Source: an optimization exercise on an open RTL-to-GDS flow (aim: a short achievable clock period and few clock cycles). Production flows keep margins and buffers that such runs may drop. Only simulation tests tie the RTL to the original design; equivalence was not proved. No activity file was given, so power comes from the tool's default toggle rates.

## flow/flow/run.sh

```bash
#!/bin/bash
# Standard layout with two changes: adders are left to ABC as plain logic
# (no full/half-adder cells), and timing repair aims well below the period.
set -euo pipefail
bash standard.sh finish ADDER_MAP_FILE= SETUP_SLACK_MARGIN=6.5 > flow_make.log 2>&1
```

## flow/standard.sh

```bash
#!/bin/bash
# synth_recipe.tcl (not shown) runs the flow's synth.tcl, then flattens the netlist and writes it again
# the make line also repeats each setting of config.mk as NAME=value (left out here)
make -C /OpenROAD-flow-scripts/flow DESIGN_CONFIG=/design/flow/config.mk WORK_HOME=/design/flow/orfs CLKGATE_MAP_FILE= SYNTH_SCRIPT=/design/flow/synth_recipe.tcl "${@:-finish}"
```

## flow/config.mk

```make
export PLATFORM = sky130hd
export DESIGN_NAME = core_top
export DESIGN_NICKNAME = core_top
export VERILOG_FILES = /design/flow/design.v
export SDC_FILE = /design/flow/constraint.sdc
export NUM_CORES = 4
export LEC_CHECK = 0
export ABC_CLOCK_PERIOD_IN_PS = 2500
export CAP_MARGIN = 20
export CELL_PAD_IN_SITES_DETAIL_PLACEMENT = 1
export CELL_PAD_IN_SITES_GLOBAL_PLACEMENT = 2
export CORE_MARGIN = 2
export CORE_UTILIZATION = 35
export SETUP_SLACK_MARGIN = 5
export SLEW_MARGIN = 20
```

## flow/constraint.sdc

```tcl
create_clock -name core_clock -period 10.0 [get_ports {clk_i}]
set_input_delay 2.0000 -clock core_clock [delete_from_list [all_inputs] [get_ports {clk_i}]]
set_output_delay 2.0000 -clock core_clock [all_outputs]
set_load 0.01 [all_outputs]
```

## flow/design.v

```verilog
`default_nettype none
package core_pkg;
	localparam int XLEN       = 32;
	localparam int REG_ADDR_W = 5;
	localparam logic [XLEN-1:0] RESET_PC = 32'h0000_0000;
	localparam logic [2:0] F3_ADD_SUB = 3'b000;
	localparam logic [2:0] F3_XOR     = 3'b100;
	localparam logic [2:0] F3_OR      = 3'b110;
	localparam logic [2:0] F3_AND     = 3'b111;
	localparam logic [2:0] F3_WORD    = 3'b010;
	localparam logic [2:0] F3_BEQ     = 3'b000;
	localparam logic [2:0] F3_BNE     = 3'b001;
	localparam logic [6:0] F7_BASE    = 7'b000_0000;
	localparam logic [6:0] F7_SUB     = 7'b010_0000;
	typedef enum logic [6:0] {
		OPC_LUI    = 7'b011_0111,
		OPC_OP_IMM = 7'b001_0011,
		OPC_OP     = 7'b011_0011,
		OPC_LOAD   = 7'b000_0011,
		OPC_STORE  = 7'b010_0011,
		OPC_BRANCH = 7'b110_0011,
		OPC_JAL    = 7'b110_1111
	} opcode_e;
	typedef enum logic [2:0] {
		ALU_ADD,
		ALU_SUB,
		ALU_AND,
		ALU_OR,
		ALU_XOR,
		ALU_PASS_B
	} alu_op_e;
	typedef enum logic [1:0] {
		WAIT_INSTR,
		EXECUTE,
		WAIT_DATA
	} ctrl_state_e;
	typedef struct packed {
		alu_op_e               alu_op;
		logic [REG_ADDR_W-1:0] rs1;
		logic [REG_ADDR_W-1:0] rs2;
		logic [REG_ADDR_W-1:0] rd;
		logic [XLEN-1:0]       imm;
		logic                  reg_write;
		logic                  use_imm;
		logic                  is_load;
		logic                  is_store;
		logic                  is_branch;
		logic                  branch_on_ne;
		logic                  is_jal;
		logic                  illegal;
	} decoded_instr_t;
	typedef struct packed {
		logic            we;
		logic [XLEN-1:0] addr;
		logic [XLEN-1:0] wdata;
	} lsu_req_t;
	typedef struct packed {
		logic            req;
		logic            we;
		logic [XLEN-1:0] addr;
		logic [XLEN-1:0] wdata;
	} data_bus_req_t;
endpackage
`default_nettype wire
`default_nettype none
module add_pp #(
	parameter int W = 32
) (
	input  logic [W-1:0] a_i,
	input  logic [W-1:0] b_i,
	input  logic         cin_i,
	output logic [W-1:0] sum_o,
	output logic         cout_o
);
	localparam int L = (W > 16) ? 5 : (W > 8) ? 4 : (W > 4) ? 3 : (W > 2) ? 2 : 1;
	logic [W-1:0] g [0:L];
	logic [W-1:0] p [0:L];
	logic [W-1:0] hp;
	assign hp = a_i ^ b_i;
	always_comb begin
		g[0] = a_i & b_i;
		p[0] = hp;
		g[0][0] = (a_i[0] & b_i[0]) | (hp[0] & cin_i);
		for (int l = 1; l <= L; l++) begin
			for (int i = 0; i < W; i++) begin
				if (i >= (1 << (l - 1))) begin
					g[l][i] = g[l-1][i] | (p[l-1][i] & g[l-1][i - (1 << (l - 1))]);
					p[l][i] = p[l-1][i] & p[l-1][i - (1 << (l - 1))];
				end else begin
					g[l][i] = g[l-1][i];
					p[l][i] = p[l-1][i];
				end
			end
		end
	end
	assign sum_o  = hp ^ {g[L][W-2:0], cin_i};
	assign cout_o = g[L][W-1];
endmodule
`default_nettype wire
`default_nettype none
module register_file (
	input  logic        clk_i,
	input  logic        rst_n_i,
	input  logic [31:1] sel_a_i,
	input  logic [31:1] sel_b_i,
	output logic [31:0] rdata_a_o,
	output logic [31:0] rdata_b_o,
	input  logic        we_i,
	input  logic [4:0]  waddr_i,
	input  logic [31:0] wdata_i
);
	logic [31:0] regs_q [1:31];
	always_ff @(posedge clk_i or negedge rst_n_i) begin
		if (!rst_n_i) begin
			for (int i = 1; i < 32; i++) begin
				regs_q[i] <= '0;
			end
		end else if (we_i && waddr_i != '0) begin
			regs_q[waddr_i] <= wdata_i;
		end
	end
	always_comb begin
		rdata_a_o = '0;
		rdata_b_o = '0;
		for (int i = 1; i < 32; i++) begin
			rdata_a_o = rdata_a_o | ({32{sel_a_i[i]}} & regs_q[i]);
			rdata_b_o = rdata_b_o | ({32{sel_b_i[i]}} & regs_q[i]);
		end
	end
endmodule
`default_nettype wire
`default_nettype none
module core_top (
	input  logic        clk_i,
	input  logic        rst_n_i,
	input  logic        fetch_enable_i,
	output logic        instr_req_o,
	output logic [31:0] instr_addr_o,
	input  logic        instr_gnt_i,
	input  logic        instr_rvalid_i,
	input  logic [31:0] instr_rdata_i,
	output logic        data_req_o,
	output logic        data_we_o,
	output logic [31:0] data_addr_o,
	output logic [31:0] data_wdata_o,
	input  logic        data_gnt_i,
	input  logic        data_rvalid_i,
	input  logic [31:0] data_rdata_i,
	output logic        core_busy_o
);
	logic        f_req_q;
	logic [31:0] f_pc_q;
	logic        f_out_q;
	logic        f_kill_q;
	logic [31:0] f_out_pc_q;
	logic        f_pend_q;
	logic [31:0] f_pend_pc_q;
	logic        f_out_btb_q;    
	logic        btb_v_q;
	logic [31:0] btb_pc_q;
	logic [31:0] btb_tgt_q;
	logic        d_valid_q;
	logic [31:0] d_instr_q;
	logic [31:0] d_pc_q;
	logic        d_pred_q;
	logic [31:1] d_s1_q;
	logic [31:1] d_s2_q;
	logic        e_valid_q;
	logic        e_regwrite_q;
	logic [4:0]  e_rd_q;
	logic        e_load_q;
	logic        e_mem_q;
	logic        e_store_q;
	logic        e_br_q;
	logic        e_bne_q;
	logic        e_jal_q;
	logic        e_pred_q;
	logic        e_done_q;    
	logic [31:0] e_alt_q;
	logic [31:0] e_a_q;
	logic [31:0] e_b_q;
	logic [31:0] e_s_q;
	logic [2:0]  e_fa_q;    
	logic [2:0]  e_fb_q;
	logic [2:0]  e_fs_q;
	logic        e_sub_q;
	logic        e_op_add_q;
	logic        e_op_xor_q;
	logic        e_op_or_q;
	logic        e_op_and_q;
	logic        e_op_b_q;
	logic        m_regwrite_q;
	logic [4:0]  m_rd_q;
	logic        m_load_q;
	logic        m_req_q;
	logic        m_we_q;
	logic [31:0] m_result_q;
	logic [31:0] m_wdata_q;
	logic [31:0] m_addr_q;
	logic        w_regwrite_q;
	logic [4:0]  w_rd_q;
	logic        w_load_q;
	logic [31:0] w_result_q;
	logic        dout_q;
	logic        busy_q;
	logic stall;        
	logic hazard;       
	logic d_adv;        
	logic e_redirect;
	logic [31:0] rf_wdata;
	logic        rf_we;
	assign stall = (w_load_q & ~data_rvalid_i) | (m_req_q & ~data_gnt_i);
	logic        arr;
	logic        accept;
	logic        replay;
	logic        p_jal;
	logic        p_bwd;
	logic        p_pred;
	logic        i_redir;
	logic        i_back;
	logic [31:0] i_tgt;
	logic [31:0] rdi;
	assign rdi    = instr_rdata_i;
	assign arr    = f_out_q & instr_rvalid_i & ~f_kill_q;
	assign accept = arr & (~d_valid_q | d_adv) & ~e_redirect;
	assign replay = arr & d_valid_q & ~d_adv & ~e_redirect;
	assign p_jal  = (rdi[6:0] == 7'b1101111);
	assign p_bwd  = (rdi[6:0] == 7'b1100011) & (rdi[14:13] == 2'b00) & rdi[31];
	assign p_pred = p_jal | p_bwd;
	assign i_redir = accept & p_pred & ~f_out_btb_q;
	assign i_back  = accept & ~p_pred & f_out_btb_q;
	logic [31:1] s1_dec;
	logic [31:1] s2_dec;
	always_comb begin
		for (int i = 1; i < 32; i++) begin
			s1_dec[i] = (rdi[19:15] == 5'(i));
			s2_dec[i] = (rdi[24:20] == 5'(i));
		end
	end
	logic [21:0] j_lo;
	logic [13:0] b_lo;
	logic [10:0] j_hi;
	logic [18:0] b_hi;
	logic [10:0] j_hi_p1;
	logic [10:0] j_hi_m1;
	logic [18:0] b_hi_m1;
	add_pp #(.W(21)) u_add_j (
		.a_i    (f_out_pc_q[20:0]),
		.b_i    ({rdi[31], rdi[19:12], rdi[20], rdi[30:21], 1'b0}),
		.cin_i  (1'b0),
		.sum_o  (j_lo[20:0]),
		.cout_o (j_lo[21])
	);
	add_pp #(.W(13)) u_add_b (
		.a_i    (f_out_pc_q[12:0]),
		.b_i    ({rdi[31], rdi[7], rdi[30:25], rdi[11:8], 1'b0}),
		.cin_i  (1'b0),
		.sum_o  (b_lo[12:0]),
		.cout_o (b_lo[13])
	);
	assign j_hi_p1 = f_out_pc_q[31:21] + 11'd1;
	assign j_hi_m1 = f_out_pc_q[31:21] - 11'd1;
	assign b_hi_m1 = f_out_pc_q[31:13] - 19'd1;
	assign j_hi = (rdi[31] == j_lo[21]) ? f_out_pc_q[31:21] :
		(j_lo[21] ? j_hi_p1 : j_hi_m1);
	assign b_hi = b_lo[13] ? f_out_pc_q[31:13] : b_hi_m1;
	assign i_tgt = rdi[3] ? {j_hi, j_lo[20:0]} : {b_hi, b_lo[12:0]};
	logic        f_gnt;
	logic        f_wait;
	logic        redirect_any;
	logic [31:0] early_tgt;
	logic [31:0] seq_pc;
	logic [31:0] redir_pc;
	assign f_gnt        = f_req_q & instr_gnt_i;
	assign f_wait       = f_req_q & ~instr_gnt_i;
	logic        btb_hit;
	assign btb_hit      = btb_v_q & (btb_pc_q == f_pc_q);
	assign redirect_any = e_redirect | i_redir | replay | i_back;
	assign early_tgt    = e_redirect ? e_alt_q : (i_back ? f_out_pc_q + 32'd4 : f_out_pc_q);
	assign seq_pc       = f_pend_q ? f_pend_pc_q :
		(f_gnt ? (btb_hit ? btb_tgt_q : f_pc_q + 32'd4) : f_pc_q);
	assign redir_pc     = i_redir ? i_tgt : early_tgt;
	always_ff @(posedge clk_i or negedge rst_n_i) begin
		if (!rst_n_i) begin
			f_req_q     <= 1'b0;
			f_pc_q      <= 32'd0;
			f_out_q     <= 1'b0;
			f_kill_q    <= 1'b0;
			f_out_pc_q  <= 32'd0;
			f_pend_q    <= 1'b0;
			f_pend_pc_q <= 32'd0;
			f_out_btb_q <= 1'b0;
			btb_v_q     <= 1'b0;
			btb_pc_q    <= 32'd0;
			btb_tgt_q   <= 32'd0;
		end else begin
			if (i_redir) begin
				btb_v_q   <= 1'b1;
				btb_pc_q  <= f_out_pc_q;
				btb_tgt_q <= i_tgt;
			end
			if (f_wait) begin
				if (redirect_any) begin
					f_pend_q    <= 1'b1;
					f_pend_pc_q <= redir_pc;
				end
			end else begin
				f_req_q  <= fetch_enable_i;
				f_pc_q   <= i_redir ? i_tgt : ((e_redirect | replay | i_back) ? early_tgt : seq_pc);
				f_pend_q <= 1'b0;
			end
			if (f_gnt) begin
				f_out_q     <= 1'b1;
				f_out_pc_q  <= f_pc_q;
				f_out_btb_q <= btb_hit & ~f_pend_q;
				f_kill_q   <= redirect_any | f_pend_q;
			end else begin
				if (instr_rvalid_i) begin
					f_out_q <= 1'b0;
				end
				if (redirect_any) begin
					f_kill_q <= 1'b1;
				end
			end
		end
	end
	assign instr_req_o  = f_req_q;
	assign instr_addr_o = f_pc_q;
	logic [6:0]  opc;
	logic [2:0]  f3;
	logic [6:0]  f7;
	logic [4:0]  rs1;
	logic [4:0]  rs2;
	logic [4:0]  rd;
	logic        alu_f3;
	logic        is_lui;
	logic        is_opimm;
	logic        is_op;
	logic        is_load;
	logic        is_store;
	logic        is_br;
	logic        is_jal;
	logic        writes;
	logic        regwrite;
	logic        use1;
	logic        use2;
	logic        b_imm;
	logic [31:0] imm;
	logic [31:0] pc4;
	logic [31:0] pc_br;
	logic [31:0] rf_a;
	logic [31:0] rf_b;
	logic [31:0] va;
	logic [31:0] vb;
	logic        a_m;
	logic        a_w;
	logic        b_m;
	logic        b_w;
	assign opc = d_instr_q[6:0];
	assign f3  = d_instr_q[14:12];
	assign f7  = d_instr_q[31:25];
	assign rs1 = d_instr_q[19:15];
	assign rs2 = d_instr_q[24:20];
	assign rd  = d_instr_q[11:7];
	assign alu_f3   = (f3 == 3'b000) | (f3 == 3'b100) | (f3 == 3'b110) | (f3 == 3'b111);
	assign is_lui   = (opc == 7'b0110111);
	assign is_opimm = (opc == 7'b0010011) & alu_f3;
	assign is_op    = (opc == 7'b0110011) & alu_f3 &
		((f7 == 7'b0000000) | ((f7 == 7'b0100000) & (f3 == 3'b000)));
	assign is_load  = (opc == 7'b0000011) & (f3 == 3'b010);
	assign is_store = (opc == 7'b0100011) & (f3 == 3'b010);
	assign is_br    = (opc == 7'b1100011) & (f3[2:1] == 2'b00);
	assign is_jal   = (opc == 7'b1101111);
	assign writes   = is_lui | is_opimm | is_op | is_load | is_jal;
	assign regwrite = writes & (rd != 5'd0);
	assign use1     = is_opimm | is_op | is_load | is_store | is_br;
	assign use2     = is_op | is_store | is_br;
	assign b_imm    = ~is_op;
	assign pc4   = d_pc_q + 32'd4;
	assign pc_br = d_pc_q + {{19{d_instr_q[31]}}, d_instr_q[31], d_instr_q[7],
		d_instr_q[30:25], d_instr_q[11:8], 1'b0};
	always_comb begin
		if (is_lui) begin
			imm = {d_instr_q[31:12], 12'd0};
		end else if (is_jal) begin
			imm = pc4;
		end else if (opc[5] & ~opc[4]) begin
			imm = {{20{d_instr_q[31]}}, d_instr_q[31:25], d_instr_q[11:7]};
		end else begin
			imm = {{20{d_instr_q[31]}}, d_instr_q[31:20]};
		end
	end
	register_file u_register_file (
		.clk_i     (clk_i),
		.rst_n_i   (rst_n_i),
		.sel_a_i   (d_s1_q),
		.sel_b_i   (d_s2_q),
		.rdata_a_o (rf_a),
		.rdata_b_o (rf_b),
		.we_i      (rf_we),
		.waddr_i   (w_rd_q),
		.wdata_i   (rf_wdata)
	);
	assign va = (rf_we & (w_rd_q == rs1) & (rs1 != 5'd0)) ? rf_wdata : rf_a;
	assign vb = (rf_we & (w_rd_q == rs2) & (rs2 != 5'd0)) ? rf_wdata : rf_b;
	assign a_m = e_regwrite_q & (e_rd_q == rs1);
	assign a_w = m_regwrite_q & (m_rd_q == rs1) & ~a_m;
	assign b_m = e_regwrite_q & (e_rd_q == rs2);
	assign b_w = m_regwrite_q & (m_rd_q == rs2) & ~b_m;
	assign hazard = d_valid_q & (
		(e_regwrite_q & e_load_q & ((use1 & (e_rd_q == rs1)) | (use2 & (e_rd_q == rs2)))) |
		(m_regwrite_q & m_load_q & ((use1 & (m_rd_q == rs1)) | (use2 & (m_rd_q == rs2)))));
	assign d_adv = ~stall & ~hazard;
	always_ff @(posedge clk_i or negedge rst_n_i) begin
		if (!rst_n_i) begin
			d_valid_q <= 1'b0;
		end else begin
			if (accept) begin
				d_valid_q <= 1'b1;
			end else if (d_adv | e_redirect) begin
				d_valid_q <= 1'b0;
			end
		end
	end
	always_ff @(posedge clk_i) begin
		if (~d_valid_q | d_adv) begin
			d_instr_q <= rdi;
			d_pc_q    <= f_out_pc_q;
			d_pred_q  <= p_pred;
			d_s1_q    <= s1_dec;
			d_s2_q    <= s2_dec;
		end
	end
	logic        e_go;
	assign e_go = d_valid_q & d_adv & ~e_redirect;
	always_ff @(posedge clk_i or negedge rst_n_i) begin
		if (!rst_n_i) begin
			e_valid_q    <= 1'b0;
			e_regwrite_q <= 1'b0;
			e_load_q     <= 1'b0;
			e_mem_q      <= 1'b0;
			e_br_q       <= 1'b0;
			e_jal_q      <= 1'b0;
			e_pred_q     <= 1'b0;
		end else if (!stall) begin
			e_valid_q    <= e_go;
			e_regwrite_q <= e_go & regwrite;
			e_load_q     <= e_go & is_load;
			e_mem_q      <= e_go & (is_load | is_store);
			e_br_q       <= e_go & is_br;
			e_jal_q      <= e_go & is_jal;
			e_pred_q     <= e_go & d_pred_q;
		end
	end
	always_ff @(posedge clk_i) begin
		if (!stall) begin
			e_rd_q     <= rd;
			e_store_q  <= is_store;
			e_bne_q    <= f3[0];
			e_alt_q    <= d_pred_q ? pc4 : pc_br;
			e_a_q      <= va;
			e_b_q      <= b_imm ? imm : vb;
			e_s_q      <= vb;
			e_fa_q     <= {a_m & use1, a_w & use1, ~((a_m | a_w) & use1)};
			e_fb_q     <= {b_m & ~b_imm, b_w & ~b_imm, ~((b_m | b_w) & ~b_imm)};
			e_fs_q     <= {b_m & use2, b_w & use2, ~((b_m | b_w) & use2)};
			e_sub_q    <= is_op & f7[5];
			e_op_add_q <= is_load | is_store | ((is_opimm | is_op) & (f3 == 3'b000));
			e_op_xor_q <= (is_opimm | is_op) & (f3 == 3'b100);
			e_op_or_q  <= (is_opimm | is_op) & (f3 == 3'b110);
			e_op_and_q <= (is_opimm | is_op) & (f3 == 3'b111);
			e_op_b_q   <= is_lui | is_jal;
		end
	end
	logic [31:0] ea;
	logic [31:0] eb;
	logic [31:0] es;
	logic [31:0] sum;
	logic [31:0] res;
	logic        taken;
	assign ea = ({32{e_fa_q[2]}} & m_result_q) | ({32{e_fa_q[1]}} & w_result_q) |
		({32{e_fa_q[0]}} & e_a_q);
	assign eb = ({32{e_fb_q[2]}} & m_result_q) | ({32{e_fb_q[1]}} & w_result_q) |
		({32{e_fb_q[0]}} & e_b_q);
	assign es = ({32{e_fs_q[2]}} & m_result_q) | ({32{e_fs_q[1]}} & w_result_q) |
		({32{e_fs_q[0]}} & e_s_q);
	add_pp #(.W(32)) u_add_e (
		.a_i    (ea),
		.b_i    (eb ^ {32{e_sub_q}}),
		.cin_i  (e_sub_q),
		.sum_o  (sum),
		.cout_o ()
	);
	assign res = ({32{e_op_add_q}} & sum) | ({32{e_op_xor_q}} & (ea ^ eb)) |
		({32{e_op_or_q}} & (ea | eb)) | ({32{e_op_and_q}} & (ea & eb)) |
		({32{e_op_b_q}} & eb);
	assign taken      = e_jal_q | (e_br_q & ((ea == es) ^ e_bne_q));
	assign e_redirect = e_valid_q & (taken ^ e_pred_q) & ~e_done_q;
	always_ff @(posedge clk_i or negedge rst_n_i) begin
		if (!rst_n_i) begin
			e_done_q <= 1'b0;
		end else begin
			e_done_q <= stall & (e_done_q | e_redirect);
		end
	end
	always_ff @(posedge clk_i or negedge rst_n_i) begin
		if (!rst_n_i) begin
			m_regwrite_q <= 1'b0;
			m_load_q     <= 1'b0;
			m_req_q      <= 1'b0;
		end else if (!stall) begin
			m_regwrite_q <= e_regwrite_q;
			m_load_q     <= e_load_q;
			m_req_q      <= e_mem_q;
		end
	end
	always_ff @(posedge clk_i) begin
		if (!stall) begin
			m_rd_q     <= e_rd_q;
			m_we_q     <= e_store_q;
			m_result_q <= res;
			m_wdata_q  <= es;
		end
	end
	always_ff @(posedge clk_i) begin
		if (!stall && e_mem_q) begin
			m_addr_q <= sum;
		end
	end
	assign data_req_o   = m_req_q;
	assign data_we_o    = m_we_q;
	assign data_addr_o  = m_addr_q;
	assign data_wdata_o = m_wdata_q;
	always_ff @(posedge clk_i or negedge rst_n_i) begin
		if (!rst_n_i) begin
			w_regwrite_q <= 1'b0;
			w_load_q     <= 1'b0;
		end else if (!stall) begin
			w_regwrite_q <= m_regwrite_q;
			w_load_q     <= m_load_q;
		end else if (data_rvalid_i) begin
			w_load_q     <= 1'b0;
		end
	end
	always_ff @(posedge clk_i) begin
		if (!stall) begin
			w_rd_q     <= m_rd_q;
			w_result_q <= m_result_q;
		end else if (w_load_q) begin
			w_result_q <= data_rdata_i;
		end
	end
	assign rf_we    = w_regwrite_q & (~w_load_q | data_rvalid_i);
	assign rf_wdata = w_load_q ? data_rdata_i : w_result_q;
	always_ff @(posedge clk_i or negedge rst_n_i) begin
		if (!rst_n_i) begin
			dout_q <= 1'b0;
			busy_q <= 1'b0;
		end else begin
			if (m_req_q & data_gnt_i) begin
				dout_q <= 1'b1;
			end else if (data_rvalid_i) begin
				dout_q <= 1'b0;
			end
			busy_q <= fetch_enable_i | f_req_q | f_out_q | d_valid_q | e_valid_q |
				m_req_q | w_load_q | dout_q;
		end
	end
	assign core_busy_o = busy_q;
endmodule
`default_nettype wire
```

==> results.yml, run 1 <==
timing:
  min_period_ns: 4.65
  slew_violations: 0
  max_slew_margin_pct: 24.9
  timing.hold.ws_ns: 0.422
  tightest_slew_ns: 1.12
  hold_viol: 0
  rsz0062_at_grt: "yes"
  fin_crit_sh_pct: 46.5
  finalSetupViolCount: 0
  setup_tns_ns: 0
  max_freq_mhz: 215
  skew_ns: 0.0337
logic_synthesis:
  synthTopCellsByCount: "1173 x dfrtp_1, 1131 x nor2_1, 1065 x a21oi_1"
  synthTopCellsByArea: "dfrtp_1 37%, edfxtp_1 15%, a21oi_1 6.8%, nor2_1 5.4%, a22oi_1 3.8%"
  synthArstFlopShare_pct: 73.8
  synth_top_area_share_pct: 37.2
  ys_seq_area_share_pct: 52.6
  synth-seq-cells: 1589
  syn_nets: 8283
  postSynthCellCount: 8212
  synth-edff-count: 384
  yosysMostFrequentCell: "dfrtp_1"
  avgSynthCellArea_sq_um: 9.61
  yosysTopAreaCell: "dfrtp_1"
  ys_dominant_reg_cell: "dfrtp_1"
  netlist_area_sq_um: 78900
  ys_warn_count: 12
  netlist-cell-type-count: 87
routing:
  ant_nets: 0
  drc_errors: 0
  avgRoutedWirePerCell_um: 41.0
  drtIter0Drc: 12473
  first_pass_iters: 13
  vias_per_cell: 6.67
  wirelength_mm: 488
  vias: 79393
finish:
  largest_reg_flops: 992
  nets: 8803
  syn2layout_area_growth_pct: 30.1
  drive_gt1_share_pct: 22.8
  top_register: "u_register_file.regs_q"
setup_path:
  cp-end-kind: "flop"
  reg2reg_depth: 24
  cp.arrival_ns: 5.40
  r2r_start: "e_fa_q[1]$_DFFE_PP_"
  crit_path_max_fanout: 6
  cp-start-kind: "primary input"
  reg2reg_to: "f_pend_pc_q[19]$_DFFE_PN0P_"
  critPathKind: "primary input to flop"
  cp.required_ns: 10.75
  r2r_slack_ns: 5.36
clock_tree:
  clock-sinks: 1589
  clkTransAtPathRegs_ns: 0.06
  cts_buffers: 188
  cts_tree: "done"
  root_buffer: "clkbuf_16"
  clkLatencyLatePin_ns: 0.86
  htree_levels: 4
  cts.path.max_buffers: 3
global_routing:
  grt-ovfl-total: 0
  antenna_found_initial: 41
  grt_pass1_vias: 77070
  grt_max_degree: 161
  grt_usage_pct: 40.6
  grt_pass1_wl_mm: 652
placement:
  io_buffers: 170
  place_congestion: 0.902
  post-dp-hpwl_mm: 276
floorplan:
  chipWidth_um: 479
  ios: 171
  num_rows: 174
  core_area_sq_um: 224000
  die_h_um: 479
  start_util_pct: 35.2
  fp.dieArea_sq_um: 229000
power_and_ir_drop:
  p_comb_share_pct: 12.5
  p_sw_uw: 4850
  power_frac_seq_pct: 43.8
  p_int_uw: 12100
  pwr-share-clk_pct: 43.7
  p_leak_uw: 0.0432
  power_density_nw_per_um2: 165
  p_sw_share_pct: 28.6
  vdd_drop_max_v: 0.000170
flow_run:
  cap_violations: 0
hold_path:
  whs_endpoint: "m_we_q$_DFFE_PP_"
  hp-class: "flop to flop"
  min_from: "e_store_q$_DFFE_PP_"
  whs_path_depth: 0
run_status:
  status: "no timing/DRC/antenna violations"
==> worst max-delay path, cell delays in order <==
cell	delay [ns]
buf_6	0.11
a31oi_4	0.18
o31ai_4	0.11
maj3_2	0.37
a2111oi_4	0.50
o211ai_1	0.22
or4_4	0.59
o22ai_4	0.22
nand2_4	0.12
buf_4	0.17
o21ai_0	0.11
xor2_1	0.36
a22oi_1	0.15
a31oi_1	0.19
==> stage by stage <==
| stage | total power, uW | worst slack, ns | instances | instance area (sq um) | utilization (%) |
|---|---|---|---|---|---|
| after floorplan | 8180 | 2.40 | 8212 | 79400 | - |
| after global placement | 9070 | 2.92 | 10938 | 85100 | 37.9 |
| after detailed placement | 9070 | 3.19 | 10944 | 85200 | 37.9 |
| after CTS | 16900 | 5.54 | 11790 | 100000 | 44.5 |
| after global routing | 17400 | 5.18 | 11890 | 103000 | 45.7 |
| final | 17000 | 5.35 | 11902 | 103000 | 45.7 |
==> cell type report <==
cell class | count | area [sq um]
fillers | 24262 | 122000
repair buffers | 1082 | 11700
repair inverters | 2 | 12.5
flip-flops and latches | 1589 | 41600
multi-input cells | 5781 | 38700
clock buffers | 269 | 5560
inverters | 88 | 338
well taps | 2992 | 3740
clock inverters | 82 | 966
diodes | 17 | 42.5
==> placed cells by master (no fill, tap or decap), types with 34 or more instances in the layout <==
cell type	instances
nor3_1	72
o21ai_1	55
a22oi_1	386
xnor2_2	34
nor2_1	1064
a21o_1	38
xnor2_1	206
clkinv_2	37
clkbuf_16	212
clkbuf_1	37
edfxtp_1	384
a21oi_1	1027
nand2_4	48
xor2_1	94
nand2_1	514
clkdlybuf4s50_1	42
inv_1	84
nand3_1	118
nand2_2	85
clkbuf_8	34
buf_6	153
mux2i_4	44
a22o_1	267
a222oi_1	160
buf_2	41
o21ai_0	262
dfrtp_1	1140
a221oi_1	261
nand4_1	163
nor2_4	57
buf_4	598
buf_12	88
buf_16	53
==> routing by layer <==
layer / part of all wire (%) / vias up / GRT usage [%]
met5: 0.047 / - / 0
met4: 6.6 / 34 / 21.9
met3: 11 / 1425 / 10.7
met2: 42 / 5423 / 58.4
met1: 41 / 40999 / 55.6
li1: - / 31512 / -
==> logic make-up after synthesis <==
kind of cell	share of synthesized area (%)
AOI/OAI and AO/OA	23.8
xor gates and xnor gates	4.00
adders and majority gates	0.536
buffers and inverters	4.07
DFF	52.6
muxes	1.43
and+or+nand+nor	13.5
==> how the worst max path moves through the flow <==
stage	start	end	depth (start not counted)
2_1_floorplan	data_rvalid_i	f_pend_pc_q[7]$_DFFE_PN0P_	10
3_3_place_gp	instr_rdata_i[8]	f_pc_q[28]$_DFFE_PN0P_	14
3_5_place_dp	instr_rdata_i[8]	f_pc_q[31]$_DFFE_PN0P_	14
4_1_cts	e_fa_q[1]$_DFFE_PP_	f_pc_q[29]$_DFFE_PN0P_	21
5_1_grt	e_fa_q[1]$_DFFE_PP_	f_pend_pc_q[19]$_DFFE_PN0P_	24
6_report	instr_rdata_i[8]	f_pc_q[26]$_DFFE_PN0P_	14
==> power groups by stage <==
stage	clock network (uW)	logic, uW	registers (uW)
floorplan	0	1000	7180
global placement	0	1510	7560
detailed placement	0	1520	7550
CTS	7500	1970	7380
global route	7740	2240	7450
finish	7420	2130	7430
==> timing repair <==
| item | in CTS | in global routing |
|---|---|---|
| resized for setup | 1247 | 385 |
| hold buffers | 0 | 0 |
| buffers inserted | 441 | 79 |
| endpoints found under the setup margin | 1542 | 749 |
| pin swaps | 291 | 202 |
| cloned | 54 | 13 |
| hold endpoints to repair | 0 | 0 |
Testbench counts, summed over its fixed seeds: cycles 12,079.
==> run 2: changes to the inputs <==
--- a/flow/design.v
+++ b/flow/design.v
@@ -155,5 +155,5 @@
 	logic [31:0] f_out_pc_q;
+	logic        f_out_btb_q;    
 	logic        f_pend_q;
 	logic [31:0] f_pend_pc_q;
-	logic        f_out_btb_q;    
 	logic        btb_v_q;
@@ -161,8 +161,2 @@
 	logic [31:0] btb_tgt_q;
-	logic        d_valid_q;
-	logic [31:0] d_instr_q;
-	logic [31:0] d_pc_q;
-	logic        d_pred_q;
-	logic [31:1] d_s1_q;
-	logic [31:1] d_s2_q;
 	logic        e_valid_q;
@@ -180,6 +174,6 @@
 	logic [31:0] e_a_q;
-	logic [31:0] e_b_q;
 	logic [31:0] e_s_q;
+	logic [31:0] e_imm_q;
 	logic [2:0]  e_fa_q;    
-	logic [2:0]  e_fb_q;
+	logic [3:0]  e_fb_q;    
 	logic [2:0]  e_fs_q;
@@ -197,4 +191,4 @@
 	logic [31:0] m_result_q;
-	logic [31:0] m_wdata_q;
 	logic [31:0] m_addr_q;
+	logic [31:0] m_wdata_q;
 	logic        w_regwrite_q;
@@ -205,6 +199,4 @@
 	logic        busy_q;
-	logic stall;        
-	logic hazard;       
-	logic d_adv;        
-	logic e_redirect;
+	logic        stall;        
+	logic        e_redirect;
 	logic [31:0] rf_wdata;
@@ -212,7 +204,10 @@
 	assign stall = (w_load_q & ~data_rvalid_i) | (m_req_q & ~data_gnt_i);
+	logic [31:0] rdi;
 	logic        arr;
-	logic        accept;
+	logic        hazard;
+	logic        go_n;
+	logic        go;
 	logic        replay;
 	logic        p_jal;
-	logic        p_bwd;
+	logic        p_br;
 	logic        p_pred;
@@ -220,21 +215,48 @@
 	logic        i_back;
-	logic [31:0] i_tgt;
-	logic [31:0] rdi;
-	assign rdi    = instr_rdata_i;
+	logic [6:0]  opc;
+	logic [2:0]  f3;
+	logic [6:0]  f7;
+	logic [4:0]  rs1;
+	logic [4:0]  rs2;
+	logic [4:0]  rd;
+	logic        alu_f3;
+	logic        is_lui;
+	logic        is_opimm;
+	logic        is_op;
+	logic        is_load;
+	logic        is_store;
+	logic        writes;
+	logic        regwrite;
+	logic        use1;
+	logic        use2;
+	assign rdi = instr_rdata_i;
+	assign opc = rdi[6:0];
+	assign f3  = rdi[14:12];
+	assign f7  = rdi[31:25];
+	assign rs1 = rdi[19:15];
+	assign rs2 = rdi[24:20];
+	assign rd  = rdi[11:7];
+	assign alu_f3   = (f3 == 3'b000) | (f3 == 3'b100) | (f3 == 3'b110) | (f3 == 3'b111);
+	assign is_lui   = (opc == 7'b0110111);
+	assign is_opimm = (opc == 7'b0010011) & alu_f3;
+	assign is_op    = (opc == 7'b0110011) & alu_f3 &
+		((f7 == 7'b0000000) | ((f7 == 7'b0100000) & (f3 == 3'b000)));
+	assign is_load  = (opc == 7'b0000011) & (f3 == 3'b010);
+	assign is_store = (opc == 7'b0100011) & (f3 == 3'b010);
+	assign p_br     = (opc == 7'b1100011) & (f3[2:1] == 2'b00);
+	assign p_jal    = (opc == 7'b1101111);
+	assign writes   = is_lui | is_opimm | is_op | is_load | p_jal;
+	assign regwrite = writes & (rd != 5'd0);
+	assign use1     = is_opimm | is_op | is_load | is_store | p_br;
+	assign use2     = is_op | is_store | p_br;
+	assign p_pred = p_jal | (p_br & (rdi[31] | (~f3[0] & (rs1 == rs2))));
+	assign hazard =
+		(e_regwrite_q & e_load_q & ((use1 & (e_rd_q == rs1)) | (use2 & (e_rd_q == rs2)))) |
+		(m_regwrite_q & m_load_q & ((use1 & (m_rd_q == rs1)) | (use2 & (m_rd_q == rs2))));
 	assign arr    = f_out_q & instr_rvalid_i & ~f_kill_q;
-	assign accept = arr & (~d_valid_q | d_adv) & ~e_redirect;
-	assign replay = arr & d_valid_q & ~d_adv & ~e_redirect;
-	assign p_jal  = (rdi[6:0] == 7'b1101111);
-	assign p_bwd  = (rdi[6:0] == 7'b1100011) & (rdi[14:13] == 2'b00) & rdi[31];
-	assign p_pred = p_jal | p_bwd;
-	assign i_redir = accept & p_pred & ~f_out_btb_q;
-	assign i_back  = accept & ~p_pred & f_out_btb_q;
-	logic [31:1] s1_dec;
-	logic [31:1] s2_dec;
-	always_comb begin
-		for (int i = 1; i < 32; i++) begin
-			s1_dec[i] = (rdi[19:15] == 5'(i));
-			s2_dec[i] = (rdi[24:20] == 5'(i));
-		end
-	end
+	assign go_n   = arr & ~stall & ~hazard;
+	assign go     = go_n & ~e_redirect;
+	assign replay = arr & (stall | hazard);
+	assign i_redir = go_n & p_pred & ~f_out_btb_q;
+	assign i_back  = go_n & ~p_pred & f_out_btb_q;
 	logic [21:0] j_lo;
@@ -245,3 +267,8 @@
 	logic [10:0] j_hi_m1;
+	logic [18:0] b_hi_p1;
 	logic [18:0] b_hi_m1;
+	logic [31:0] j_tgt;
+	logic [31:0] b_tgt;
+	logic [31:0] i_tgt;
+	logic [31:0] pc4;
 	add_pp #(.W(21)) u_add_j (
@@ -262,2 +289,3 @@
 	assign j_hi_m1 = f_out_pc_q[31:21] - 11'd1;
+	assign b_hi_p1 = f_out_pc_q[31:13] + 19'd1;
 	assign b_hi_m1 = f_out_pc_q[31:13] - 19'd1;
@@ -265,6 +293,11 @@
 		(j_lo[21] ? j_hi_p1 : j_hi_m1);
-	assign b_hi = b_lo[13] ? f_out_pc_q[31:13] : b_hi_m1;
-	assign i_tgt = rdi[3] ? {j_hi, j_lo[20:0]} : {b_hi, b_lo[12:0]};
+	assign b_hi = (rdi[31] == b_lo[13]) ? f_out_pc_q[31:13] :
+		(b_lo[13] ? b_hi_p1 : b_hi_m1);
+	assign j_tgt = {j_hi, j_lo[20:0]};
+	assign b_tgt = {b_hi, b_lo[12:0]};
+	assign i_tgt = rdi[3] ? j_tgt : b_tgt;
+	assign pc4   = f_out_pc_q + 32'd4;
 	logic        f_gnt;
 	logic        f_wait;
+	logic        btb_hit;
 	logic        redirect_any;
@@ -273,11 +306,12 @@
 	logic [31:0] redir_pc;
+	logic [31:0] other_pc;
 	assign f_gnt        = f_req_q & instr_gnt_i;
 	assign f_wait       = f_req_q & ~instr_gnt_i;
-	logic        btb_hit;
 	assign btb_hit      = btb_v_q & (btb_pc_q == f_pc_q);
 	assign redirect_any = e_redirect | i_redir | replay | i_back;
-	assign early_tgt    = e_redirect ? e_alt_q : (i_back ? f_out_pc_q + 32'd4 : f_out_pc_q);
+	assign early_tgt    = i_back ? pc4 : f_out_pc_q;
 	assign seq_pc       = f_pend_q ? f_pend_pc_q :
 		(f_gnt ? (btb_hit ? btb_tgt_q : f_pc_q + 32'd4) : f_pc_q);
-	assign redir_pc     = i_redir ? i_tgt : early_tgt;
+	assign redir_pc     = e_redirect ? e_alt_q : (i_redir ? i_tgt : early_tgt);
+	assign other_pc     = i_redir ? i_tgt : ((replay | i_back) ? early_tgt : seq_pc);
 	always_ff @(posedge clk_i or negedge rst_n_i) begin
@@ -289,5 +323,5 @@
 			f_out_pc_q  <= 32'd0;
+			f_out_btb_q <= 1'b0;
 			f_pend_q    <= 1'b0;
 			f_pend_pc_q <= 32'd0;
-			f_out_btb_q <= 1'b0;
 			btb_v_q     <= 1'b0;
@@ -308,3 +342,3 @@
 				f_req_q  <= fetch_enable_i;
-				f_pc_q   <= i_redir ? i_tgt : ((e_redirect | replay | i_back) ? early_tgt : seq_pc);
+				f_pc_q   <= e_redirect ? e_alt_q : other_pc;
 				f_pend_q <= 1'b0;
@@ -315,3 +349,3 @@
 				f_out_btb_q <= btb_hit & ~f_pend_q;
-				f_kill_q   <= redirect_any | f_pend_q;
+				f_kill_q    <= redirect_any | f_pend_q;
 			end else begin
@@ -328,24 +362,4 @@
 	assign instr_addr_o = f_pc_q;
-	logic [6:0]  opc;
-	logic [2:0]  f3;
-	logic [6:0]  f7;
-	logic [4:0]  rs1;
-	logic [4:0]  rs2;
-	logic [4:0]  rd;
-	logic        alu_f3;
-	logic        is_lui;
-	logic        is_opimm;
-	logic        is_op;
-	logic        is_load;
-	logic        is_store;
-	logic        is_br;
-	logic        is_jal;
-	logic        writes;
-	logic        regwrite;
-	logic        use1;
-	logic        use2;
-	logic        b_imm;
-	logic [31:0] imm;
-	logic [31:0] pc4;
-	logic [31:0] pc_br;
+	logic [31:1] s1_dec;
+	logic [31:1] s2_dec;
 	logic [31:0] rf_a;
@@ -358,34 +372,7 @@
 	logic        b_w;
-	assign opc = d_instr_q[6:0];
-	assign f3  = d_instr_q[14:12];
-	assign f7  = d_instr_q[31:25];
-	assign rs1 = d_instr_q[19:15];
-	assign rs2 = d_instr_q[24:20];
-	assign rd  = d_instr_q[11:7];
-	assign alu_f3   = (f3 == 3'b000) | (f3 == 3'b100) | (f3 == 3'b110) | (f3 == 3'b111);
-	assign is_lui   = (opc == 7'b0110111);
-	assign is_opimm = (opc == 7'b0010011) & alu_f3;
-	assign is_op    = (opc == 7'b0110011) & alu_f3 &
-		((f7 == 7'b0000000) | ((f7 == 7'b0100000) & (f3 == 3'b000)));
-	assign is_load  = (opc == 7'b0000011) & (f3 == 3'b010);
-	assign is_store = (opc == 7'b0100011) & (f3 == 3'b010);
-	assign is_br    = (opc == 7'b1100011) & (f3[2:1] == 2'b00);
-	assign is_jal   = (opc == 7'b1101111);
-	assign writes   = is_lui | is_opimm | is_op | is_load | is_jal;
-	assign regwrite = writes & (rd != 5'd0);
-	assign use1     = is_opimm | is_op | is_load | is_store | is_br;
-	assign use2     = is_op | is_store | is_br;
-	assign b_imm    = ~is_op;
-	assign pc4   = d_pc_q + 32'd4;
-	assign pc_br = d_pc_q + {{19{d_instr_q[31]}}, d_instr_q[31], d_instr_q[7],
-		d_instr_q[30:25], d_instr_q[11:8], 1'b0};
+	logic [31:0] imm;
 	always_comb begin
-		if (is_lui) begin
-			imm = {d_instr_q[31:12], 12'd0};
-		end else if (is_jal) begin
-			imm = pc4;
-		end else if (opc[5] & ~opc[4]) begin
-			imm = {{20{d_instr_q[31]}}, d_instr_q[31:25], d_instr_q[11:7]};
-		end else begin
-			imm = {{20{d_instr_q[31]}}, d_instr_q[31:20]};
+		for (int i = 1; i < 32; i++) begin
+			s1_dec[i] = (rs1 == 5'(i));
+			s2_dec[i] = (rs2 == 5'(i));
 		end
@@ -395,4 +382,4 @@
 		.rst_n_i   (rst_n_i),
-		.sel_a_i   (d_s1_q),
-		.sel_b_i   (d_s2_q),
+		.sel_a_i   (s1_dec),
+		.sel_b_i   (s2_dec),
 		.rdata_a_o (rf_a),
@@ -409,28 +396,13 @@
 	assign b_w = m_regwrite_q & (m_rd_q == rs2) & ~b_m;
-	assign hazard = d_valid_q & (
-		(e_regwrite_q & e_load_q & ((use1 & (e_rd_q == rs1)) | (use2 & (e_rd_q == rs2)))) |
-		(m_regwrite_q & m_load_q & ((use1 & (m_rd_q == rs1)) | (use2 & (m_rd_q == rs2)))));
-	assign d_adv = ~stall & ~hazard;
-	always_ff @(posedge clk_i or negedge rst_n_i) begin
-		if (!rst_n_i) begin
-			d_valid_q <= 1'b0;
+	always_comb begin
+		if (is_lui) begin
+			imm = {rdi[31:12], 12'd0};
+		end else if (p_jal) begin
+			imm = pc4;
+		end else if (opc[5] & ~opc[4]) begin
+			imm = {{20{rdi[31]}}, rdi[31:25], rdi[11:7]};
 		end else begin
-			if (accept) begin
-				d_valid_q <= 1'b1;
-			end else if (d_adv | e_redirect) begin
-				d_valid_q <= 1'b0;
-			end
-		end
-	end
-	always_ff @(posedge clk_i) begin
-		if (~d_valid_q | d_adv) begin
-			d_instr_q <= rdi;
-			d_pc_q    <= f_out_pc_q;
-			d_pred_q  <= p_pred;
-			d_s1_q    <= s1_dec;
-			d_s2_q    <= s2_dec;
+			imm = {{20{rdi[31]}}, rdi[31:20]};
 		end
 	end
-	logic        e_go;
-	assign e_go = d_valid_q & d_adv & ~e_redirect;
 	always_ff @(posedge clk_i or negedge rst_n_i) begin
@@ -445,9 +417,9 @@
 		end else if (!stall) begin
-			e_valid_q    <= e_go;
-			e_regwrite_q <= e_go & regwrite;
-			e_load_q     <= e_go & is_load;
-			e_mem_q      <= e_go & (is_load | is_store);
-			e_br_q       <= e_go & is_br;
-			e_jal_q      <= e_go & is_jal;
-			e_pred_q     <= e_go & d_pred_q;
+			e_valid_q    <= go;
+			e_regwrite_q <= go & regwrite;
+			e_load_q     <= go & is_load;
+			e_mem_q      <= go & (is_load | is_store);
+			e_br_q       <= go & p_br;
+			e_jal_q      <= go & p_jal;
+			e_pred_q     <= go & p_pred;
 		end
@@ -459,8 +431,8 @@
 			e_bne_q    <= f3[0];
-			e_alt_q    <= d_pred_q ? pc4 : pc_br;
+			e_alt_q    <= p_pred ? pc4 : b_tgt;
 			e_a_q      <= va;
-			e_b_q      <= b_imm ? imm : vb;
 			e_s_q      <= vb;
+			e_imm_q    <= imm;
 			e_fa_q     <= {a_m & use1, a_w & use1, ~((a_m | a_w) & use1)};
-			e_fb_q     <= {b_m & ~b_imm, b_w & ~b_imm, ~((b_m | b_w) & ~b_imm)};
+			e_fb_q     <= {b_m & is_op, b_w & is_op, ~(b_m | b_w) & is_op, ~is_op};
 			e_fs_q     <= {b_m & use2, b_w & use2, ~((b_m | b_w) & use2)};
@@ -471,3 +443,3 @@
 			e_op_and_q <= (is_opimm | is_op) & (f3 == 3'b111);
-			e_op_b_q   <= is_lui | is_jal;
+			e_op_b_q   <= is_lui | p_jal;
 		end
@@ -482,4 +454,4 @@
 		({32{e_fa_q[0]}} & e_a_q);
-	assign eb = ({32{e_fb_q[2]}} & m_result_q) | ({32{e_fb_q[1]}} & w_result_q) |
-		({32{e_fb_q[0]}} & e_b_q);
+	assign eb = ({32{e_fb_q[3]}} & m_result_q) | ({32{e_fb_q[2]}} & w_result_q) |
+		({32{e_fb_q[1]}} & e_s_q) | ({32{e_fb_q[0]}} & e_imm_q);
 	assign es = ({32{e_fs_q[2]}} & m_result_q) | ({32{e_fs_q[1]}} & w_result_q) |
@@ -564,3 +536,3 @@
 			end
-			busy_q <= fetch_enable_i | f_req_q | f_out_q | d_valid_q | e_valid_q |
+			busy_q <= fetch_enable_i | f_req_q | f_out_q | e_valid_q |
 				m_req_q | w_load_q | dout_q;
==> run 2 against run 1 <==
  * Clock skew is 0.017 ns higher
  * Register-to-register slack better by 0.45 ns
  * Wire length rose by 11%
  * Maximum frequency up 9.5%
  * Global-route usage grew 5.9 points
  * Via count up 8.0%
  * Largest cell class is now multi-input gates
==> results.yml, run 2 <==
floorplan:
  chipWidth_um: 471
  num_rows: 171
  ios: 171
  start_util_pct: 35.2
  core_area_sq_um: 217000
  die_h_um: 471
  fp.dieArea_sq_um: 222000
setup_path:
  crit_family: "compound AO/OA/AOI/OAI gates"
  crit_path_max_fanout: 6
  critical-path-slowest-cell: "o32ai_4"
  max_stage_delay_ns: 0.46
  crit_path_cell_trace: "buf_12 > nor4_4 > o211ai_1 > o32ai_4 > a21boi_4 > o21ai_4 > nand4_1 > buf_6 > buf_12 > nor3_2 > xnor2_1 > o21ai_0 > a211oi_1 > o31ai_2"
  cp_num_buf_inv: 3
  crit_top_cell: "buf_12"
  cp.required_ns: 10.78
  cp.arrival_ns: 5.03
  cp-start-kind: "primary input"
  cp-end-kind: "flop"
  critPathKind: "primary input to flop"
hold_path:
  hp-class: "flop to flop"
timing:
  min_period_ns: 4.25
  hold_viol: 0
  rsz0062_at_grt: "yes"
  slew_violations: 0
  max_slew_margin_pct: 9.95
  setup_tns_ns: 0
  max_freq_mhz: 235
  finalSetupViolCount: 0
  tightest_slew_ns: 1.35
  skew_ns: 0.0507
  timing.hold.ws_ns: 0.439
  fin_crit_sh_pct: 42.5
finish:
  largest_reg_flops: 992
  fin_cells: 12301
  nets: 9340
  syn2layout_area_growth_pct: 45.1
  top_register: "u_register_file.regs_q"
  layout_common_cells: "1137 x dfrtp_1, 1029 x nor2_1, 1016 x a21oi_1"
  final_common_cell: "dfrtp_1"
  drive_gt1_share_pct: 32.1
placement:
  post-dp-hpwl_mm: 276
  dp_cells: 10816
  place_congestion: 0.902
  io_buffers: 170
routing:
  drtIter0Drc: 13581
  wirelength_mm: 543
  drc_errors: 0
  vias: 85752
  ant_nets: 0
  first_pass_iters: 10
  avgRoutedWirePerCell_um: 44.1
  vias_per_cell: 6.97
global_routing:
  use_met2_pct: 65.3
  grt_pass1_vias: 81369
  antenna_found_initial: 47
  gr-max-usage-layer: "met2"
  grt_usage_pct: 46.5
  met3_usage_pct: 18.1
  grt-ovfl-total: 0
  grt_max_degree: 143
  grtUsageMet1_pct: 58.6
  grt_pass1_wl_mm: 714
power_and_ir_drop:
  power_density_nw_per_um2: 153
  vdd_drop_max_v: 0.000190
  p_leak_uw: 0.0467
  finalPower_uw: 17000
clock_tree:
  clkTransAtPathRegs_ns: 0.07
  cts_hold_buf: 0
  root_buffer: "clkbuf_16"
  cts_buffers: 177
  htree_levels: 4
  clock-sinks: 1462
  clkLatencyLatePin_ns: 0.93
  cts_tree: "done"
  cts.path.max_buffers: 3
logic_synthesis:
  ys_warn_count: 12
  synthArstFlopShare_pct: 80.2
  avgSynthCellArea_sq_um: 9.23
  syn_nets: 8336
  synth-seq-cells: 1462
  yosysTopAreaCell: "dfrtp_1"
  ys_dominant_reg_cell: "dfrtp_1"
  synthTopCellsByCount: "1172 x dfrtp_1, 1169 x nor2_1, 1111 x a21oi_1"
  yosysMostFrequentCell: "dfrtp_1"
  synth_top_area_share_pct: 38.5
  synthTopCellsByArea: "dfrtp_1 38%, edfxtp_1 10%, a21oi_1 7.3%, nor2_1 5.8%, a22oi_1 4.7%"
  postSynthCellCount: 8265
  netlist_area_sq_um: 76300
  ys_seq_area_share_pct: 49.5
  synth-edff-count: 258
  netlist-cell-type-count: 102
run_status:
  status: "no timing/DRC/antenna violations"
flow_run:
  cap_violations: 0
run 2: stage by stage:
step	setup WS (ns)	area [sq um]	util (%)
after floorplan	5.46	77300	-
after global placement	2.35	82700	38.1
after detailed placement	2.37	82800	38.2
after CTS	5.93	106000	48.7
after global routing	5.66	111000	51.0
final	5.75	111000	51.0
run 2: routing by layer:
metal / share of wire [%] / vias to the layer above / wire (um)
met3: 13 / 2320 / 71900
met1: 37 / 43512 / 203000
met2: 41 / 7038 / 220000
met4: 8.6 / 39 / 46800
li1: - / 32843 / -
met5: 0.16 / - / 846
run 2: final timing paths:
check,start,end,slack (ns),depth (start not counted)
max in group asynchronous,rst_n_i,f_pc_q[30]$_DFFE_PN0P_,6.61,3
hold / removal,e_store_q$_DFFE_PP_,m_we_q$_DFFE_PP_,0.44,0
setup reg to reg,f_out_pc_q[3]$_DFFE_PN0P_,f_pc_q[15]$_DFFE_PN0P_,5.81,12
min in group asynchronous,rst_n_i,u_register_file.regs_q[17][18]$_DFFE_PN0P_,1.08,1
setup / recovery,instr_rdata_i[29],f_pc_q[15]$_DFFE_PN0P_,5.75,14
hold reg to reg,e_store_q$_DFFE_PP_,m_we_q$_DFFE_PP_,0.44,0
run 2: cell families after synthesis:
| group | Yosys count | synth area share [%] |
|---|---|---|
| AO/OA/AOI/OAI | 2983 | 26.0 |
| AND/OR/NAND/NOR | 2456 | 14.1 |
| flip-flops | 1462 | 49.5 |
| buffers and inverters | 857 | 4.31 |
| XOR/XNOR | 355 | 4.08 |
| multiplexers | 108 | 1.47 |
| adder cells (fa/ha/maj) | 44 | 0.579 |
run 2: area by class of cell:
type	instances	area, sq um
clock buffer	232	4930
antenna	36	90.1
timing repair inverter	2	32.5
multi-input combinational	5980	43900
tap	2854	3570
timing repair buffer	1563	18700
clock inverter	89	1220
fill	23098	106000
sequential	1462	37800
inverter	83	359
run 2: repair_timing:
action | 4_1_cts | 5_1_grt
endpoints found under the setup margin | 1651 | 1059
gates cloned | 110 | 20
gates resized for setup | 2054 | 632
buffers inserted | 749 | 248
pin swaps | 485 | 386
run 2: power breakdown:
| group | switching, uW | total, uW | internal [uW] |
|---|---|---|---|
| logic | 2010 | 3300 | 1290 |
| registers | 306 | 6600 | 6290 |
| clock network | 2940 | 7060 | 4120 |
| total | 5260 | 17000 | 11700 |
Testbench counts of run 2, summed over its fixed seeds: cycles 11,462.
==> run 3: changes to the inputs <==
--- a/flow/config.mk
+++ b/flow/config.mk
@@ -13,2 +13,3 @@
 export CORE_UTILIZATION = 35
+export PLACE_DENSITY = 0.7
 export SETUP_SLACK_MARGIN = 5
==> run 3 against run 2 <==
  * Hold slack worse by 0.012 ns
  * Largest power group unchanged
  * Design area is 1.3% lower
  * Still clean
  * Register-to-register slack worse by 0.23 ns
  * Global-route usage is 2.8 points lower
  * Critical path type unchanged
==> results.yml, run 3 <==
run_status:
  status: "no timing/DRC/antenna violations"
floorplan:
  ios: 171
  die_h_um: 471
  chipWidth_um: 471
  core_area_sq_um: 217000
  start_util_pct: 35.2
  num_rows: 171
  fp.dieArea_sq_um: 222000
timing:
  slew_violations: 0
  setup_tns_ns: 0
  skew_ns: 0.112
  finalSetupViolCount: 0
  hold_viol: 0
  max_slew_margin_pct: 21.9
  min_period_ns: 4.50
  rsz0062_at_grt: "yes"
  tightest_slew_ns: 1.15
  max_freq_mhz: 222
  fin_crit_sh_pct: 45.0
setup_path:
  worstSetupPathDepth: 16
  max_stage_delay_ns: 0.89
  crit_top_cell: "buf_12"
  cp-start-kind: "primary input"
  crit_family: "simple AND/OR/NAND/NOR gates"
  cp.arrival_ns: 5.09
  critPathKind: "primary input to flop"
  cp.required_ns: 10.59
  reg2reg_depth: 19
  crit_path_max_fanout: 6
  cp-end-kind: "flop"
  critical-path-slowest-cell: "nor4_4"
  cp_num_buf_inv: 10
  crit_path_cell_trace: "buf_12 > buf_6 > buf_6 > buf_8 > buf_16 > nand3b_1 > buf_12 > nor2_4 > buf_12 > buf_12 > buf_12 > buf_8 > a222oi_1 > nand3_1 > nor4_4 > a21oi_2"
hold_path:
  hp-class: "flop to flop"
  whs_path_depth: 0
routing:
  first_pass_iters: 15
  drc_errors: 0
  wirelength_mm: 524
  vias: 87078
  avgRoutedWirePerCell_um: 43.0
  drtIter0Drc: 15243
  wl_met3_mm: 77.4
  maxUsedRoutingLayer: "met5"
  ant_nets: 0
  wl_met2_mm: 209
  vias_per_cell: 7.14
  m1WireLength_mm: 184
placement:
  place_congestion: 0.902
  io_buffers: 170
  post-dp-hpwl_mm: 257
finish:
  final_common_cell: "dfrtp_1"
  largest_reg_flops: 992
  fillers: 23127
  drive_gt1_share_pct: 30.8
  nets: 9238
  syn2layout_area_growth_pct: 43.2
  top_register: "u_register_file.regs_q"
  layout_common_cells: "1133 x dfrtp_1, 1034 x nor2_1, 1024 x a21oi_1"
logic_synthesis:
  synth-edff-count: 258
  avgSynthCellArea_sq_um: 9.23
  yosys.area_share.adder_pct: 0.579
  synthTopCellsByCount: "1172 x dfrtp_1, 1169 x nor2_1, 1111 x a21oi_1"
  ys_seq_area_share_pct: 49.5
  postSynthCellCount: 8265
  yosysTopAreaCell: "dfrtp_1"
  syn_nets: 8336
  netlist-cell-type-count: 102
  synthArstFlopShare_pct: 80.2
  synth_top_area_share_pct: 38.5
  synth_top_family_by_area: "compound AO/OA/AOI/OAI gates"
  yosysMostFrequentCell: "dfrtp_1"
  synthSimpleGateAreaFrac_pct: 14.1
  netlist_area_sq_um: 76300
  ys_dominant_reg_cell: "dfrtp_1"
  synth-compound-area-share_pct: 26.0
  synthTopCellsByArea: "dfrtp_1 38%, edfxtp_1 10%, a21oi_1 7.3%, nor2_1 5.8%, a22oi_1 4.7%"
  synth.area.mux_share_pct: 1.47
  synth-seq-cells: 1462
  synth_xor_xnor_area_share_pct: 4.08
  ys_warn_count: 12
clock_tree:
  cts_hold_buf: 0
  cts_buffers: 174
  htree_levels: 4
  clkLatencyLatePin_ns: 0.90
  root_buffer: "clkbuf_16"
  cts.path.max_buffers: 3
  clock-sinks: 1462
  cts_tree: "done"
  clkTransAtPathRegs_ns: 0.06
power_and_ir_drop:
  power_density_nw_per_um2: 153
  p_leak_uw: 0.0460
  vdd_drop_max_v: 0.000154
  finalPower_uw: 16700
global_routing:
  grt_max_degree: 170
  grt_pass1_wl_mm: 681
  grt_usage_pct: 43.7
  grt_pass1_vias: 82914
  antenna_found_initial: 51
  grt-ovfl-total: 0
flow_run:
  cap_violations: 0
[run 3: cell count changes in the layout (fill, tap and decap cells not counted), sizes merged, moves of 2 or more]
| cell | change |
|---|---|
| buf | -72 |
| bufbuf | +6 |
| bufinv | -7 |
| clkbuf | -6 |
| clkinv | -8 |
| diode | +3 |
| dlymetal6s2s | -2 |
| inv | -3 |
| nand2 | -3 |
[run 3: worst reg2reg max path: stages (launching register included)]
cell       delay (ns)
edfxtp_1         0.42
buf_8            0.18
buf_6            0.15
buf_6            0.12
a222oi_1         0.46
buf_4            0.22
xor2_1           0.17
nor4_2           0.32
nand4_1          0.16
buf_6            0.18
or4_4            0.46
a31oi_4          0.20
o21ai_4          0.08
buf_12           0.16
buf_12           0.15
a31oi_4          0.22
buf_12           0.17
o2111ai_2        0.10
a311oi_1         0.30
nor3_1           0.08
[run 3: final cells by class]
class                      count  area [sq um]  area share, %
multi-input combinational   5973         43300           39.6
sequential                  1462         37800           34.6
timing repair buffer        1471         18000           16.5
clock buffer                 250          5120           4.69
tap                         2854          3570           3.27
clock inverter                70          1020          0.934
inverter                      83           343          0.314
antenna                       39          97.6         0.0894
timing repair inverter         2          32.5         0.0298
[run 3: final timing paths]
path                                startpoint                                        end  slack, ns
max                          instr_rdata_i[16]                         e_a_q[9]$_DFFE_PP_       5.50
min                        e_store_q$_DFFE_PP_                           m_we_q$_DFFE_PP_       0.43
max reg2reg                e_fa_q[2]$_DFFE_PP_                     f_pc_q[20]$_DFFE_PN0P_       5.58
min reg2reg                e_store_q$_DFFE_PP_                           m_we_q$_DFFE_PP_       0.43
max in group asynchronous              rst_n_i                     f_pc_q[10]$_DFFE_PN0P_       6.65
min in group asynchronous              rst_n_i  u_register_file.regs_q[5][22]$_DFFE_PN0P_       1.20
[run 3: through the flow]
step	std cells	hold slack [ns]	cell area (sq um)	util, %	setup WS, ns
4_1_cts	11936	0.425	104000	48.0	5.92
2_1_floorplan	8265	0.400	77300	-	5.46
3_5_place_dp	10792	0.407	82600	38.1	2.52
5_1_grt	12172	0.449	109000	50.3	5.45
6_report	12204	0.428	109000	50.3	5.50
3_3_place_gp	10787	0.407	82600	38.1	2.45
[run 3: cell families (layout without fill, tap and decap cells)]
group                    Yosys count  in the layout
adder cells (fa/ha/maj)           44             44
buffers and inverters            857           1876
flip-flops                      1462           1462
other                              0             39
XOR/XNOR                         355            355
multiplexers                     108            108
AO/OA/AOI/OAI                   2983           2991
AND/OR/NAND/NOR                 2456           2475
[run 3: what timing repair did]
action / CTS / global route
setup endpoints to repair: 1630 / 564
gates cloned: 103 / 20
gates resized for setup: 2025 / 631
setup buffers: 721 / 201
pin swaps: 519 / 347
[run 3: metal layers]
metal | vias to the layer above | track usage (%)
li1 | 32641 | -
met1 | 43768 | 52.8
met2 | 7742 | 61.7
met5 | - | 0.476
met4 | 62 | 32.1
met3 | 2865 | 18.5
[run 3: power breakdown]
group / internal, uW / switching, uW / leakage (uW)
combinational: 1200 / 1880 / 0.0237
sequential: 6290 / 329 / 0.0193
clock: 4050 / 2990 / 0.00299
total: 11500 / 5190 / 0.0460
==> run 4: changes to the inputs <==
==> flow/flow/run.sh (replaced) <==
#!/bin/bash
set -euo pipefail
bash standard.sh finish ADDER_MAP_FILE= SETUP_SLACK_MARGIN=6.5 > flow_make.log 2>&1
--- a/flow/config.mk
+++ b/flow/config.mk
@@ -12,3 +12,3 @@
 export CORE_MARGIN = 2
-export CORE_UTILIZATION = 35
+export CORE_UTILIZATION = 55
 export PLACE_DENSITY = 0.7
==> run 4 against run 3 <==
  * Synthesized cell count stayed put
  * Synthesized area stayed put
  * The run now fails in global placement without I/O (3_1_place_gp_skip_io)
==> results.yml, run 4 <==
logic_synthesis:
  netlist-cell-type-count: 102
  yosysMostFrequentCell: "dfrtp_1"
  ys_warn_count: 12
  synth-edff-count: 258
  synthTopCellsByArea: "dfrtp_1 38%, edfxtp_1 10%, a21oi_1 7.3%, nor2_1 5.8%, a22oi_1 4.7%"
  synthArstFlopShare_pct: 80.2
  ys_seq_area_share_pct: 49.5
  postSynthCellCount: 8265
  synth-seq-cells: 1462
  synth_top_area_share_pct: 38.5
  netlist_area_sq_um: 76300
  syn_nets: 8336
  avgSynthCellArea_sq_um: 9.23
  ys_dominant_reg_cell: "dfrtp_1"
  yosysTopAreaCell: "dfrtp_1"
  synthTopCellsByCount: "1172 x dfrtp_1, 1169 x nor2_1, 1111 x a21oi_1"
floorplan:
  start_util_pct: 55.5
  die_h_um: 376
  chipWidth_um: 376
  num_rows: 136
run_status:
  status: "did not finish"
  firstError: "[ERROR GPL-0301] Utilization 100.123 % exceeds 100%."
  haltStage: "global placement without I/O (3_1_place_gp_skip_io)"
==> run 4: cell counts after synthesis <==
Identical to the previous run, type by type.
==> run 4: logic make-up after synthesis <==
logic type | after synthesis | share of synthesized area (%)
adder cells (fa/ha/maj) | 44 | 0.579
AO/OA/AOI/OAI | 2983 | 26.0
XOR/XNOR | 355 | 4.08
buffers and inverters | 857 | 4.31
flip-flops | 1462 | 49.5
multiplexers | 108 | 1.47
AND/OR/NAND/NOR | 2456 | 14.1

[static timing again, ports no longer ideal]
No port has a modelled driver above. Below, the same layouts with a new extraction and two added sets of constraints.
Step 1 (the two cells are an assumption about what drives the block):
set clk [get_ports {clk_i}]
set_driving_cell -lib_cell sky130_fd_sc_hd__clkbuf_16 $clk
set_driving_cell -lib_cell sky130_fd_sc_hd__buf_2 [delete_from_list [all_inputs] $clk]
Step 2, shift: input delay + t, output delay - t, t = (earliest + latest rising clock arrival at the registers) / 2. This alone moves slack from input paths to output paths.
Three values: ideal ports, drivers, drivers and shift; two values: the first two.
| run | t, ns | setup slack, ns | clock arrival spread, ns | pins driven straight from the clock port |
|---|---|---|---|---|
| run 1 | 0.932 | 5.350 / 5.364 / 4.478 | 0.041 / 0.041 | 1 |
| run 2 | 0.997 | 5.753 / 5.712 / 4.715 | 0.052 / 0.052 | 1 |
| run 3 | 0.943 | 5.503 / 5.537 / 4.594 | 0.112 / 0.112 | 1 |
After both steps setup and hold are still met in every run listed. The setup slack of run 2, which loses most, moves by -0.041 ns with the drivers and by -1.038 ns with both steps.
